This design comes from an exercise in tuning for small area on the open sky130 flow, not from production work. The RTL was checked by simulation tests, not by an equivalence proof against the original design. Power figures rest on the tool's default switching activity, not on a simulated workload.

Setup of PW:
==> flow/design.v <==
module descriptor_memory_top (
    input  logic        clk_i,
    input  logic        rst_i,
    input  logic [4:0]  addr_i,
    input  logic        write_enable_i,
    input  logic [63:0] write_data_i,
    input  logic        clear_i,
    output logic [15:0] src_address_o,
    output logic [15:0] dst_address_o,
    output logic [31:0] payload_ptr_o,
    output logic        valid_o,
    output logic [5:0]  count_o
);
    descriptor_memory #(
        .NUM_DESCRIPTORS(24),
        .ADDR_W         (5)
    ) u_mem (
        .clk_i         (clk_i),
        .rst_i         (rst_i),
        .addr_i        (addr_i),
        .write_enable_i(write_enable_i),
        .write_data_i  (write_data_i),
        .clear_i       (clear_i),
        .src_address_o (src_address_o),
        .dst_address_o (dst_address_o),
        .payload_ptr_o (payload_ptr_o),
        .valid_o       (valid_o),
        .count_o       (count_o)
    );
endmodule

module descriptor_memory #(
    parameter int unsigned NUM_DESCRIPTORS = 16,
    parameter int unsigned ADDR_W          = $clog2(NUM_DESCRIPTORS)
) (
    input  logic              clk_i,
    input  logic              rst_i,
    input  logic [ADDR_W-1:0] addr_i,
    input  logic              write_enable_i,
    input  logic [63:0]       write_data_i,
    input  logic              clear_i,
    output logic [15:0]       src_address_o,
    output logic [15:0]       dst_address_o,
    output logic [31:0]       payload_ptr_o,
    output logic              valid_o,
    output logic [ADDR_W:0]   count_o
);
    localparam logic [ADDR_W:0] CNT_ONE = {{ADDR_W{1'b0}}, 1'b1};
    logic [NUM_DESCRIPTORS-1:0][63:0] mem_q;
    logic [NUM_DESCRIPTORS-1:0]       valid_q;
    logic [NUM_DESCRIPTORS-1:0]       wsel;      
    logic [NUM_DESCRIPTORS-1:0]       wen;       
    logic [NUM_DESCRIPTORS-1:0]       rsel;      
    logic [ADDR_W-1:0]                raddr_q;
    logic [ADDR_W:0]                  count_q;
    logic [63:0]                      rd_data;
    logic [NUM_DESCRIPTORS-1:0]       wen_n;
    logic [NUM_DESCRIPTORS-1:0]       rsel_n;
    always_comb begin
        for (int i = 0; i < NUM_DESCRIPTORS; i++) begin
            wsel[i]  = (addr_i == ADDR_W'(i));
            wen_n[i] = ~(wsel[i] & write_enable_i & ~clear_i);
        end
    end
    for (genvar i = 0; i < NUM_DESCRIPTORS; i++) begin : g_drv
        descriptor_memory_inv u_wen  (.a_i(wen_n[i]),  .y_o(wen[i]));
        descriptor_memory_inv u_rsel (.a_i(rsel_n[i]), .y_o(rsel[i]));
    end
    always_ff @(posedge clk_i) begin
        for (int i = 0; i < NUM_DESCRIPTORS; i++) begin
            if (wen[i]) mem_q[i] <= write_data_i;
        end
    end
    always_ff @(posedge clk_i or posedge rst_i) begin
        if (rst_i) begin
            valid_q <= '0;
            count_q <= '0;
        end else begin
            if (clear_i) begin
                valid_q <= '0;
                count_q <= '0;
            end else begin
                valid_q <= valid_q | wen;
                if (|(wen & ~valid_q)) count_q <= count_q + CNT_ONE;
            end
        end
    end
    always_ff @(posedge clk_i) begin
        raddr_q <= addr_i;
    end
    always_comb begin
        for (int i = 0; i < NUM_DESCRIPTORS; i++) begin
            rsel_n[i] = ~((raddr_q == ADDR_W'(i)) & valid_q[i]);
        end
    end
    localparam int unsigned NGRP = (NUM_DESCRIPTORS + 2) / 3;
    logic [3*NGRP-1:0]        rsel_x;
    logic [3*NGRP-1:0][63:0]  mem_x;
    logic [NGRP-1:0][63:0]    grp_n;
    always_comb begin
        rsel_x = '0;
        mem_x  = '0;
        rsel_x[NUM_DESCRIPTORS-1:0] = rsel;
        mem_x[NUM_DESCRIPTORS-1:0]  = mem_q;
    end
    for (genvar g = 0; g < NGRP; g++) begin : g_grp
        for (genvar b = 0; b < 64; b++) begin : g_bit
            descriptor_memory_aoi3 u_aoi (
                .s_i (rsel_x[3*g +: 3]),
                .d_i ({mem_x[3*g+2][b], mem_x[3*g+1][b], mem_x[3*g][b]}),
                .y_no(grp_n[g][b])
            );
        end
    end
    always_comb begin
        rd_data = '1;
        for (int g = 0; g < NGRP; g++) begin
            rd_data = rd_data & grp_n[g];
        end
        rd_data = ~rd_data;
    end
    always_comb begin
        src_address_o = rd_data[63:48];
        dst_address_o = rd_data[47:32];
        payload_ptr_o = rd_data[31:0];
        valid_o       = |rsel;
        count_o       = count_q;
    end
endmodule
module descriptor_memory_aoi3 (
    input  logic [2:0] s_i,
    input  logic [2:0] d_i,
    output logic       y_no
);
    assign y_no = ~|(s_i & d_i);
endmodule
module descriptor_memory_inv (
    input  logic a_i,
    output logic y_o
);
    assign y_o = ~a_i;
endmodule
==> flow/config.mk <==
export PLATFORM = sky130hd
export DESIGN_NAME = descriptor_memory_top
export DESIGN_NICKNAME = descriptor_memory_top
export VERILOG_FILES = /design/flow/design.v
export SDC_FILE = /design/flow/constraint.sdc
export NUM_CORES = 4
export LEC_CHECK = 0
export CAP_MARGIN = 10
export CORE_MARGIN = 2
export CORE_UTILIZATION = 70
export CTS_BUF_LIST = sky130_fd_sc_hd__clkbuf_8
export CTS_CLUSTER_DIAMETER = 80
export CTS_CLUSTER_SIZE = 30
export SLEW_MARGIN = 10
export SYNTH_HIERARCHICAL = 1
==> flow/constraint.sdc <==
create_clock -name core_clock -period 8.0 [get_ports {clk_i}]
set_input_delay 1.6000 -clock core_clock [delete_from_list [all_inputs] [get_ports {clk_i}]]
set_output_delay 1.6000 -clock core_clock [all_outputs]
set_load 0.01 [all_outputs]
standard.sh (not shown) runs the stock make flow with config.mk's settings and CLKGATE_MAP_FILE= SYNTH_SCRIPT=/design/flow/synth_recipe.tcl, a recipe that flattens the netlist after the stock synthesis.
==> flow/flow/run.sh <==
#!/bin/bash
set -euo pipefail
export BUFFER_PORTS_ARGS="-buffer_cell sky130_fd_sc_hd__buf_1"
export CTS_ARGS="-sink_clustering_enable -repair_clock_nets -buf_list sky130_fd_sc_hd__clkbuf_4 -sink_clustering_size 10 -sink_clustering_max_diameter 50 -dont_use_dummy_load"
bash standard.sh > standard.log 2>&1
Inputs modified between PW and MS:
-- flow/design.v --
<<< PW, line 55
    logic [ADDR_W:0]                  count_q;
    logic [63:0]                      rd_data;
    logic [NUM_DESCRIPTORS-1:0]       wen_n;
    logic [NUM_DESCRIPTORS-1:0]       rsel_n;
    always_comb begin
        for (int i = 0; i < NUM_DESCRIPTORS; i++) begin
            wsel[i]  = (addr_i == ADDR_W'(i));
            wen_n[i] = ~(wsel[i] & write_enable_i & ~clear_i);
        end
    end
    for (genvar i = 0; i < NUM_DESCRIPTORS; i++) begin : g_drv
        descriptor_memory_inv u_wen  (.a_i(wen_n[i]),  .y_o(wen[i]));
        descriptor_memory_inv u_rsel (.a_i(rsel_n[i]), .y_o(rsel[i]));
    end
    always_ff @(posedge clk_i) begin
>>> MS, line 55
    logic [ADDR_W:0]                  count_q;
    logic [63:0]                      rd_data;
    always_comb begin
        for (int i = 0; i < NUM_DESCRIPTORS; i++) begin
            wsel[i] = (addr_i == ADDR_W'(i));
            wen[i]  = wsel[i] & write_enable_i & ~clear_i;
        end
    end
    always_ff @(posedge clk_i) begin
<<< PW, line 91
    always_comb begin
        for (int i = 0; i < NUM_DESCRIPTORS; i++) begin
            rsel_n[i] = ~((raddr_q == ADDR_W'(i)) & valid_q[i]);
        end
    end
>>> MS, line 85
    always_comb begin
        for (int i = 0; i < NUM_DESCRIPTORS; i++) begin
            rsel[i] = (raddr_q == ADDR_W'(i)) & valid_q[i];
        end
    end
<<< PW, line 135
    assign y_no = ~|(s_i & d_i);
endmodule
module descriptor_memory_inv (
    input  logic a_i,
    output logic y_o
);
    assign y_o = ~a_i;
endmodule
>>> MS, line 129
    assign y_no = ~|(s_i & d_i);
endmodule
Results
- MS: full flow OK, the timing, design-rule and antenna checks passed
- The final layout from PW, which completed every stage, passed the timing, design-rule and antenna checks at the end of the flow.
- Global-route usage: MS higher than PW
- ~same power in PW and MS
- Re final worst slack: MS is 190 ps down on PW.
- Share of the clock period used by the worst path, PW and MS, higher one = MS.
- MS vs PW, net count of the mapped netlist went down by 22.
- MS against PW: combinational power grew by about 5%, switching power summed over all nets shows an increase of about 1.1%.
- Between PW and MS, synthesized cell count decreased.
- Number of standard cells in the layout, taps in and fillers out of PW is on par with MS.
- PW vs MS, cell with the biggest individual delay on the critical path: sky130_fd_sc_hd__buf_4 vs sky130_fd_sc_hd__nor3b_1
- Against PW, MS comes in 0.67 points higher on utilization.

[separate check: timing with driven ports]
Ports are ideal in the flow. The routed layouts listed here were re-timed in OpenROAD. Step 1, drivers: a clkbuf_16 drives clk_i and a buf_2 each remaining input, both assumed. Step 2 also shifts input and output timing later by t, the mid clock arrival at the registers, as if the neighbouring blocks saw the same clock. a / b / c = ideal / step 1 / step 2; a / b = the first two.
run | shift t [ns] | slack for setup (ns) | worst setup path at the end | worst data-port slew with drivers (ns) | cell pins on the clock port's net
PW | 1.092 | 1.921 / 1.859 / 2.951 | register to output | 0.18 | 1
MS | 1.081 | 1.731 / 1.659 / 2.740 | register to output | 0.13 | 1
After both steps every run listed still meets setup and hold.
